Context: an optimization exercise on an open-source flow, tuned for small area, a short achievable clock period and few clock cycles. The choices shown serve that exercise and are no tape-out recipe. Where RTL was checked, it was by simulation tests only, not by an equivalence proof against the original.

==> inputs of job 8221 <==
// least_squares_parabola_fit_unit
module least_squares_parabola_fit_unit (
  input  logic                              clk,
  input  logic                              rst_n,
  input  logic                              in_valid,
  output logic                              in_ready,
  input  logic signed [lsq_pkg::XW-1:0]     in_point_x,
  input  logic signed [lsq_pkg::XW-1:0]     in_point_y,
  input  logic                              in_last_point,
  output logic                              out_valid,
  input  logic                              out_ready,
  output logic signed [lsq_pkg::CoefW-1:0]  out_coef_a,
  output logic signed [lsq_pkg::CoefW-1:0]  out_coef_b,
  output logic signed [lsq_pkg::CoefW-1:0]  out_coef_c,
  output logic                              out_singular
);
  logic        v0, l0, l1, l2;
  logic [11:0] x0, y0;
  logic [22:0] u1;
  logic [5:0]  xo1, xt1, xn1, yo1, yt1, yn1;
  logic        snap_lock;
  logic        take, adv0, c0, last0;
  logic [11:0] xg, yg;
  logic [22:0] sq;
  logic [12:0] xb, yb;
  logic [5:0]  xo, xt, xn, yo, yt, yn;
  logic [10:0] n_a,    n_s,    n_nx;
  logic [21:0] sx_a,   sx_s,   sx_nx;
  logic [21:0] sy_a,   sy_s,   sy_nx;
  logic [32:0] sx2_a,  sx2_s,  sx2_nx;
  logic [33:0] sxy_as, sxy_ac, sxy_s, sxy_ns, sxy_nc, sxy_fin, sxy_is, sxy_ic;
  logic [43:0] sx3_as, sx3_ac, sx3_s, sx3_ns, sx3_nc, sx3_fin, sx3_is, sx3_ic;
  logic [43:0] sx2y_as, sx2y_ac, sx2y_s, sx2y_ns, sx2y_nc, sx2y_fin, sx2y_is, sx2y_ic;
  ...
clock: 10.0 ns
lec_check: 0
cap_margin: 20
core_margin: 2
core_utilization: 45
cts_buf_list: sky130_fd_sc_hd__clkbuf_16
cts_cluster_diameter: 100
cts_cluster_size: 20
slew_margin: 20
standard.sh (not shown) runs the stock make flow with config.mk's settings and CLKGATE_MAP_FILE= SYNTH_SCRIPT=/design/flow/synth_recipe.tcl, a recipe that flattens the netlist after the stock synthesis.
==> flow/flow/run.sh <==
#!/bin/bash
set -euo pipefail
bash standard.sh SETUP_SLACK_MARGIN=5.5 finish > layout.log 2>&1
==> inputs of job 2416, as changes to job 8221 <==
==> flow/run.sh (new file) <==
#!/bin/bash
# synth_recipe.tcl (not shown) runs the flow's synth.tcl, then flattens the netlist and writes it again
# the make line also repeats each setting of config.mk as NAME=value (left out here)
make -C /OpenROAD-flow-scripts/flow DESIGN_CONFIG=/design/flow/config.mk WORK_HOME=/design/flow/orfs CLKGATE_MAP_FILE= SYNTH_SCRIPT=/design/flow/synth_recipe.tcl finish
CTS_BUF_LIST = not set   (was sky130_fd_sc_hd__clkbuf_16)
CTS_CLUSTER_DIAMETER = not set   (was 100)
CTS_CLUSTER_SIZE = not set   (was 20)
SETUP_SLACK_MARGIN = 5   (was not set)
removed: flow/flow/run.sh
removed: flow/standard.sh
==> inputs of job 3329, as changes to job 8221 <==
CORE_UTILIZATION = 55   (was 45)
CTS_BUF_LIST = sky130_fd_sc_hd__clkbuf_8   (was sky130_fd_sc_hd__clkbuf_16)
CTS_CLUSTER_DIAMETER = not set   (was 100)
==> summary.txt <==
metric                                                                    job 3329             job 2416             job 8221
Share of the clock period used by the worst path after layout               45.89%               49.90%               46.01%
Effective utilization at floorplan                                          55.27%               45.25%               45.25%
Multi-input combinational gate total                                        12.41k               12.41k               12.41k
Finished Cell Area                                                    0.2188 sq mm         0.2162 sq mm         0.2155 sq mm
Drt pass-1 iters                                                                 7                    7                    9
Outcome                                           no timing/DRC/antenna violations  no timing/DRC/antenna violations  no timing/DRC/antenna violations
Fraction of area in clock buffers and inverters                             4.621%               5.060%               2.605%
Cell Area, Placed                                                     0.2033 sq mm         0.2044 sq mm         0.2043 sq mm
Dpl hpwl                                                            453900 microns       437200 microns       432900 microns
Critical path buffers and inverters                                              5                    3                    6
Share of layout cells above drive strength 1                                9.495%               6.570%               6.883%
Cell occurring most often along the worst timing path                            -                 fa_1                 fa_1
Non-clock inverter instance count of the final layout                         2019                 2018                 2018
Root Buffer                                                               clkbuf_8            clkbuf_16            clkbuf_16
Worst Hold Path EP                                             e_mode[1]$_DFFE_PN_  e_mode[2]$_DFFE_PN_  b_sxy[17]$_DFFE_PP_
Clkbuf count                                                                   546                  403                  184
Maximum number of pins on one net before global-route repair                   219                  168                  193
Testbench counts of job 8221, summed over its fixed seeds: cycles 6,897.
Testbench counts of job 2416, summed over its fixed seeds: cycles 6,897.
Testbench counts of job 3329, summed over its fixed seeds: cycles 6,897.

========
==> inputs of job 6490 <==
Another version of the RTL of least_squares_parabola_fit_unit (not shown whole).
==> flow/config.mk <==
export PLATFORM = sky130hd
export DESIGN_NAME = least_squares_parabola_fit_unit
export DESIGN_NICKNAME = least_squares_parabola_fit_unit
export VERILOG_FILES = /design/flow/design.v
export SDC_FILE = /design/flow/constraint.sdc
export NUM_CORES = 8
export LEC_CHECK = 0
export CAP_MARGIN = 20
export CORE_MARGIN = 2
export CORE_UTILIZATION = 45
export CTS_BUF_LIST = sky130_fd_sc_hd__clkbuf_8
export CTS_CLUSTER_SIZE = 20
export SLEW_MARGIN = 20
==> flow/constraint.sdc <==
create_clock -name core_clock -period 10.0 [get_ports {clk}]
set_input_delay 2.0000 -clock core_clock [delete_from_list [all_inputs] [get_ports {clk}]]
set_output_delay 2.0000 -clock core_clock [all_outputs]
set_load 0.01 [all_outputs]
==> flow/flow/run.sh <==
#!/bin/bash
set -euo pipefail
bash standard.sh SETUP_SLACK_MARGIN=5.8 finish > layout.log 2>&1
==> job 9512: changes against job 6490 <==
==> flow/flow/run.sh (replaced) <==
#!/bin/bash
set -euo pipefail
bash standard.sh SETUP_SLACK_MARGIN=5.4 finish > layout.log 2>&1
==> summary.txt <==
- Clock skew: job 9512 is lower than job 6490 (61 ps).
- Of job 6490 and job 9512, job 6490 has the higher utilization (gap 1.6 points).
- In sequential cell count, job 9512 and job 6490 do not differ.
- In critical path depth, job 9512 and job 6490 do not differ.
- Worst setup slack: job 9512 is higher than job 6490 (9.7 ps).
- Final area: job 6490 is larger than job 9512 (3.2%).
- In job 9512 the clock-buffer cell count is higher than in job 6490, by 18.
==> figures <==
| item | job 6490 | job 9512 |
|---|---|---|
| Final clock-cell share | 0.0435 | 0.0448 |
| Number of global-route vias before repair | 155000 | 153000 |
| Number of buffers created by CTS | 481 | 478 |
| Min setup slack post-route | 5420 ps | 5430 ps |
| Buf/Inv on CP | 4 | 2 |
| Length of routed met2 wiring | 316 mm | 308 mm |
| Layout area overhead | 13.3% | 9.71% |
| FF+latch area | 73000 um^2 | 72900 um^2 |
| Met2 Usage GRT | 0.465 | 0.457 |
| Result of the run | no timing/DRC/antenna violations | no timing/DRC/antenna violations |
| Global-route wire length before repair | 1040 mm | 1020 mm |
| Detailed-route wire length | 727 mm | 703 mm |
| Sequential cell area share | 0.314 | 0.324 |
No run of this note included a check of the RTL's function; only the layout flow was run.

========
==> inputs of 06-06 <==
least_squares_parabola_fit_unit with an RTL version that a note above also has.
Settings: LEC_CHECK=0, CAP_MARGIN=20, CORE_MARGIN=2, CORE_UTILIZATION=45, CTS_BUF_LIST=sky130_fd_sc_hd__clkbuf_4 sky130_fd_sc_hd__clkbuf_8, CTS_CLUSTER_SIZE=20, SLEW_MARGIN=20; clock period 10.0 ns.
==> flow/flow/run.sh <==
#!/bin/bash
set -euo pipefail
bash standard.sh SETUP_SLACK_MARGIN=5.5 finish > layout.log 2>&1
==> inputs of 10-09, as changes to 06-06 <==
==> flow/run.sh (new file) <==
#!/bin/bash
# synth_recipe.tcl (not shown) runs the flow's synth.tcl, then flattens the netlist and writes it again
# the make line also repeats each setting of config.mk as NAME=value (left out here)
make -C /OpenROAD-flow-scripts/flow DESIGN_CONFIG=/design/flow/config.mk WORK_HOME=/design/flow/orfs CLKGATE_MAP_FILE= SYNTH_SCRIPT=/design/flow/synth_recipe.tcl finish
CORE_UTILIZATION = 70   (was 45)
CTS_BUF_LIST = default   (was sky130_fd_sc_hd__clkbuf_4 sky130_fd_sc_hd__clkbuf_8)
CTS_CLUSTER_SIZE = default   (was 20)
SETUP_SLACK_MARGIN = 5   (was default)
removed: flow/flow/run.sh
removed: flow/standard.sh
==> inputs of 01-11, as changes to 06-06 <==
CTS_BUF_LIST = sky130_fd_sc_hd__clkbuf_16   (was sky130_fd_sc_hd__clkbuf_4 sky130_fd_sc_hd__clkbuf_8)
CTS_CLUSTER_DIAMETER = 110   (was default)
CTS_CLUSTER_SIZE = 28   (was 20)
==> comparison <==
- The lowest non-clock buffer count belongs to 10-09, the highest to 01-11.
- Synthesized cell count is the same in 01-11 and 10-09.
- Flip-flop and latch count is the same in 06-06 and 01-11.
==> figures <==
| metric | 01-11 | 10-09 | 06-06 |
|---|---|---|---|
| Die span in y | 665 um | 534 um | 665 um |
| Achievable frequency | 217 MHz | 198 MHz | 219 MHz |
| Half-perimeter wire length after placement | 433000 um | 438000 um | 433000 um |
| 1st-pass router iterations | 7 | 10 | 7 |
| Reg-to-reg endpoint | acc_c[33]$_DFF_P_ | u_div1.r[83]$_DFF_P_ | acc_c[87]$_DFF_P_ |
| Die span in x | 665 um | 534 um | 665 um |
| Capturing element of the worst setup path | acc_c[33]$_DFF_P_ | u_div1.r[83]$_DFF_P_ | acc_c[87]$_DFF_P_ |
| Result of the run | no timing/DRC/antenna violations | no timing/DRC/antenna violations | no timing/DRC/antenna violations |
| Unrepaired setup endpoints after global routing | true | false | true |
| Number of CTS-inserted buffers | 144 | 310 | 480 |
| Number of well-tap cells placed | 5734 | 3724 | 5734 |
Testbench counts of 06-06, summed over its fixed seeds: cycles 6,897.
Testbench counts of 10-09, summed over its fixed seeds: cycles 6,897.
Testbench counts of 01-11, summed over its fixed seeds: cycles 6,897.

========
==> job 1569 <==
Another version of the RTL of least_squares_parabola_fit_unit (not shown whole).
Settings: LEC_CHECK=0, CAP_MARGIN=20, CORE_MARGIN=2, CORE_UTILIZATION=30, SLEW_MARGIN=20; clock period 10.0 ns.
run.sh (not shown) runs the stock make flow with config.mk's settings and CLKGATE_MAP_FILE= SYNTH_SCRIPT=/design/flow/synth_recipe.tcl, a recipe that flattens the netlist after the stock synthesis.
Stock flow here: none of the scripts above is used.
==> job 1967: changes against job 1569 <==
--- a/flow/config.mk
+++ b/flow/config.mk
@@ -7,5 +7,6 @@
 export LEC_CHECK = 0
 export CAP_MARGIN = 20
 export CORE_MARGIN = 2
-export CORE_UTILIZATION = 30
+export CORE_UTILIZATION = 45
+export SETUP_SLACK_MARGIN = 5
 export SLEW_MARGIN = 20
==> comparison <==
In job 1967 the wire length is larger than in job 1569, by 4.0%.
Job 1967 ran to the end with no violations. Job 1569 went through all stages and came out clean.
Against job 1569, the sequential share of layout area of job 1967 is lower by 0.38 points.
Of job 1967 and job 1569, job 1967 has the higher critical path depth (gap 4).
Of job 1967 and job 1569, job 1967 has the higher hold slack (gap 0.0069 ns).
Against job 1569, the global-route usage of job 1967 is higher by 11 points.
In synthesized cell count, job 1569 and job 1967 do not differ.
Between job 1967 and job 1569, the lower non-clock buffer count is in job 1569 (gap 231).
Of job 1569 and job 1967, job 1569 has the higher cell count (gap about 10%, measured against job 1967).
No functional check of the RTL was part of any run of this note.

========
==> inputs of run F <==
least_squares_parabola_fit_unit with an RTL version that a note above also has.
export LEC_CHECK = 0
export CAP_MARGIN = 20
export CORE_MARGIN = 2
export CORE_UTILIZATION = 45
export CTS_BUF_LIST = sky130_fd_sc_hd__clkbuf_8
export CTS_CLUSTER_SIZE = 20
export SLEW_MARGIN = 20
create_clock -name core_clock -period 10.0 [get_ports {clk}]
standard.sh (not shown) runs the stock make flow with config.mk's settings and CLKGATE_MAP_FILE= SYNTH_SCRIPT=/design/flow/synth_recipe.tcl, a recipe that flattens the netlist after the stock synthesis.
==> flow/flow/run.sh <==
#!/bin/bash
set -euo pipefail
bash standard.sh SETUP_SLACK_MARGIN=5.4 finish > layout.log 2>&1
==> run G (differences from run F) <==
==> flow/flow/run.sh (replaced) <==
#!/bin/bash
set -euo pipefail
bash standard.sh SETUP_SLACK_MARGIN=5.6 finish > layout.log 2>&1
==> run R (differences from run F) <==
==> flow/run.sh (new file) <==
#!/bin/bash
# synth_recipe.tcl (not shown) runs the flow's synth.tcl, then flattens the netlist and writes it again
# the make line also repeats each setting of config.mk as NAME=value (left out here)
make -C /OpenROAD-flow-scripts/flow DESIGN_CONFIG=/design/flow/config.mk WORK_HOME=/design/flow/orfs CLKGATE_MAP_FILE= SYNTH_SCRIPT=/design/flow/synth_recipe.tcl finish
CORE_UTILIZATION = 60   (was 45)
CTS_BUF_LIST = default   (was sky130_fd_sc_hd__clkbuf_8)
CTS_CLUSTER_SIZE = default   (was 20)
SETUP_SLACK_MARGIN = 5   (was default)
removed: flow/flow/run.sh
removed: flow/standard.sh
==> summary.txt <==
metric	run R	run G	run F
Run status	no timing/DRC/antenna violations	no timing/DRC/antenna violations	no timing/DRC/antenna violations
Placed standard-cell area	203000 sq um	205000 sq um	204000 sq um
Fin Hold WS	0.412 ns	0.341 ns	0.417 ns
Layout Cells excl Fill	22.7k	24.7k	24.5k
Clock buffers created by TritonCTS	324	476	477
Met3 usage in global routing	9.03%	6.81%	7.03%
Number of well taps	4346	5734	5734
Register-to-Register Setup Slack	5.04 ns	5.44 ns	5.36 ns
Effective utilization at floorplan	60.2%	45.3%	45.3%
Startpoint of the worst hold path	sx2y_s[33]	sxy_s[11]	mode_r[2]
PnR worst setup slack	5.04 ns	5.44 ns	5.36 ns
Worst setup path endpoint	acc_c[83]	acc_c[89]	nreg[89]
Required time of the critical path	10.81 ns	11.15 ns	10.91 ns
Bufs and invs on worst path	5	9	2
Via-per-instance ratio	6.26	5.88	5.86
Buffer type at the clock tree root	clkbuf_16	clkbuf_8	clkbuf_8
Share of cell area taken by flip-flops and latches	33.9%	32.8%	33.6%
Place WS	3.94 ns	3.95 ns	3.92 ns
Sum of met2 wire segment lengths after detailed routing	295 mm	297 mm	296 mm
Routability cong.	0.977	0.906	0.923
Signal buf overhead	2.26%	4.41%	2.78%
Testbench counts of run F, summed over its fixed seeds: cycles 6,897.
Testbench counts of run G, summed over its fixed seeds: cycles 6,897.
Testbench counts of run R, summed over its fixed seeds: cycles 6,897.

========
==> run a <==
least_squares_parabola_fit_unit, a different RTL version from the one above (not shown whole).
clock: 10.0 ns
lec_check: 0
cap_margin: 20
core_margin: 2
core_utilization: 45
setup_slack_margin: 5
slew_margin: 20
run.sh (not shown) runs the stock make flow with config.mk's settings and CLKGATE_MAP_FILE= SYNTH_SCRIPT=/design/flow/synth_recipe.tcl, a recipe that flattens the netlist after the stock synthesis.
Stock flow here: none of the scripts above is used.
==> inputs of run b, as changes to run a <==
Settings changed: CORE_UTILIZATION 45 to 60.
==> summary of the runs <==
Run b finished clean. Run a completed with no timing, DRC or antenna violations.
In sequential cell count, run b and run a do not differ.
Against run b, the fmax of run a is smaller by 3.4%.
In synthesized area, run a and run b do not differ.
Between run a and run b, the lower global-route usage is in run a (gap 9.2 points).
Against run a, the utilization of run b is higher by 16 points.
Of run a and run b, run a has the higher final cell count (gap 7.0%, measured against run b).
Of run a and run b, run a has the higher non-clock buffer count (gap 85).
==> figures <==
| quantity | run b | run a |
|---|---|---|
| Status | finished clean | finished clean |
| Non-clk invs | 2469 | 2468 |
| Sum of routed wire length over all layers | 648000 um | 664000 um |
| Via total after detailed routing | 141000 | 141000 |
| First-pass GRT wire length | 940000 um | 963000 um |
| Wire length the detailed router placed on met1 | 245000 um | 261000 um |
| Detailed-routed wire length on met3 | 66900 um | 71300 um |
| Multi-input logic cell count | 11800 | 11800 |
| Placed cells | 21600 | 23100 |
| Worst-case setup margin in the final layout | 3440 ps | 3210 ps |
| Core Region | 317000 um2 | 423000 um2 |
| Number of rows created at floorplan | 207 | 239 |
| Count of fill cells added during filler insertion | 24400 | 37500 |
| Iteration count of the initial detailed-routing pass | 8 | 6 |
No functional check of the RTL was part of any run of this note.

[re-timing with driven ports]
How much do the figures lean on ideal ports? The routed layouts below were timed once more, with nothing changed but the port constraints. Step 1: set_driving_cell puts a clkbuf_16 on clk and a buf_2 on each other input, an assumption about the parent block. Step 2 times the ports against the registers' clock, not the clock port: input delays grow and output delays shrink by t, the midpoint of the rising clock arrivals with the driver on. a / b / c = no drivers / after step 1 / after step 2; a / b = the first two.
run	t (ns)	setup slack, ns	latest minus earliest clock arrival (ns)
job 8221	1.057	5.400 / 5.400 / 5.400	0.104 / 0.104
job 2416	1.044	5.010 / 5.010 / 5.010	0.099 / 0.100
job 3329	1.307	5.411 / 5.411 / 5.411	0.142 / 0.142
job 6490	1.335	5.422 / 5.422 / 5.365	0.189 / 0.189
job 9512	1.285	5.432 / 5.432 / 5.406	0.124 / 0.124
06-06	1.265	5.441 / 5.441 / 5.441	0.191 / 0.190
10-09	1.055	4.950 / 4.950 / 4.950	0.086 / 0.085
01-11	1.046	5.384 / 5.384 / 5.384	0.114 / 0.114
job 1569	1.116	2.520 / 2.520 / 2.520	0.094 / 0.094
job 1967	1.070	4.849 / 4.849 / 4.849	0.071 / 0.071
run F	1.280	5.360 / 5.360 / 5.360	0.158 / 0.157
run G	1.264	5.439 / 5.439 / 5.042	0.145 / 0.145
run R	1.060	5.039 / 5.039 / 5.039	0.066 / 0.066
run a	1.085	3.213 / 3.213 / 3.213	0.090 / 0.089
run b	1.039	3.442 / 3.442 / 3.442	0.056 / 0.057
After both steps setup and hold are still met in every run listed. For run G, which loses most, drivers alone change the setup slack by 0.000 ns; drivers and shift together by -0.397 ns.
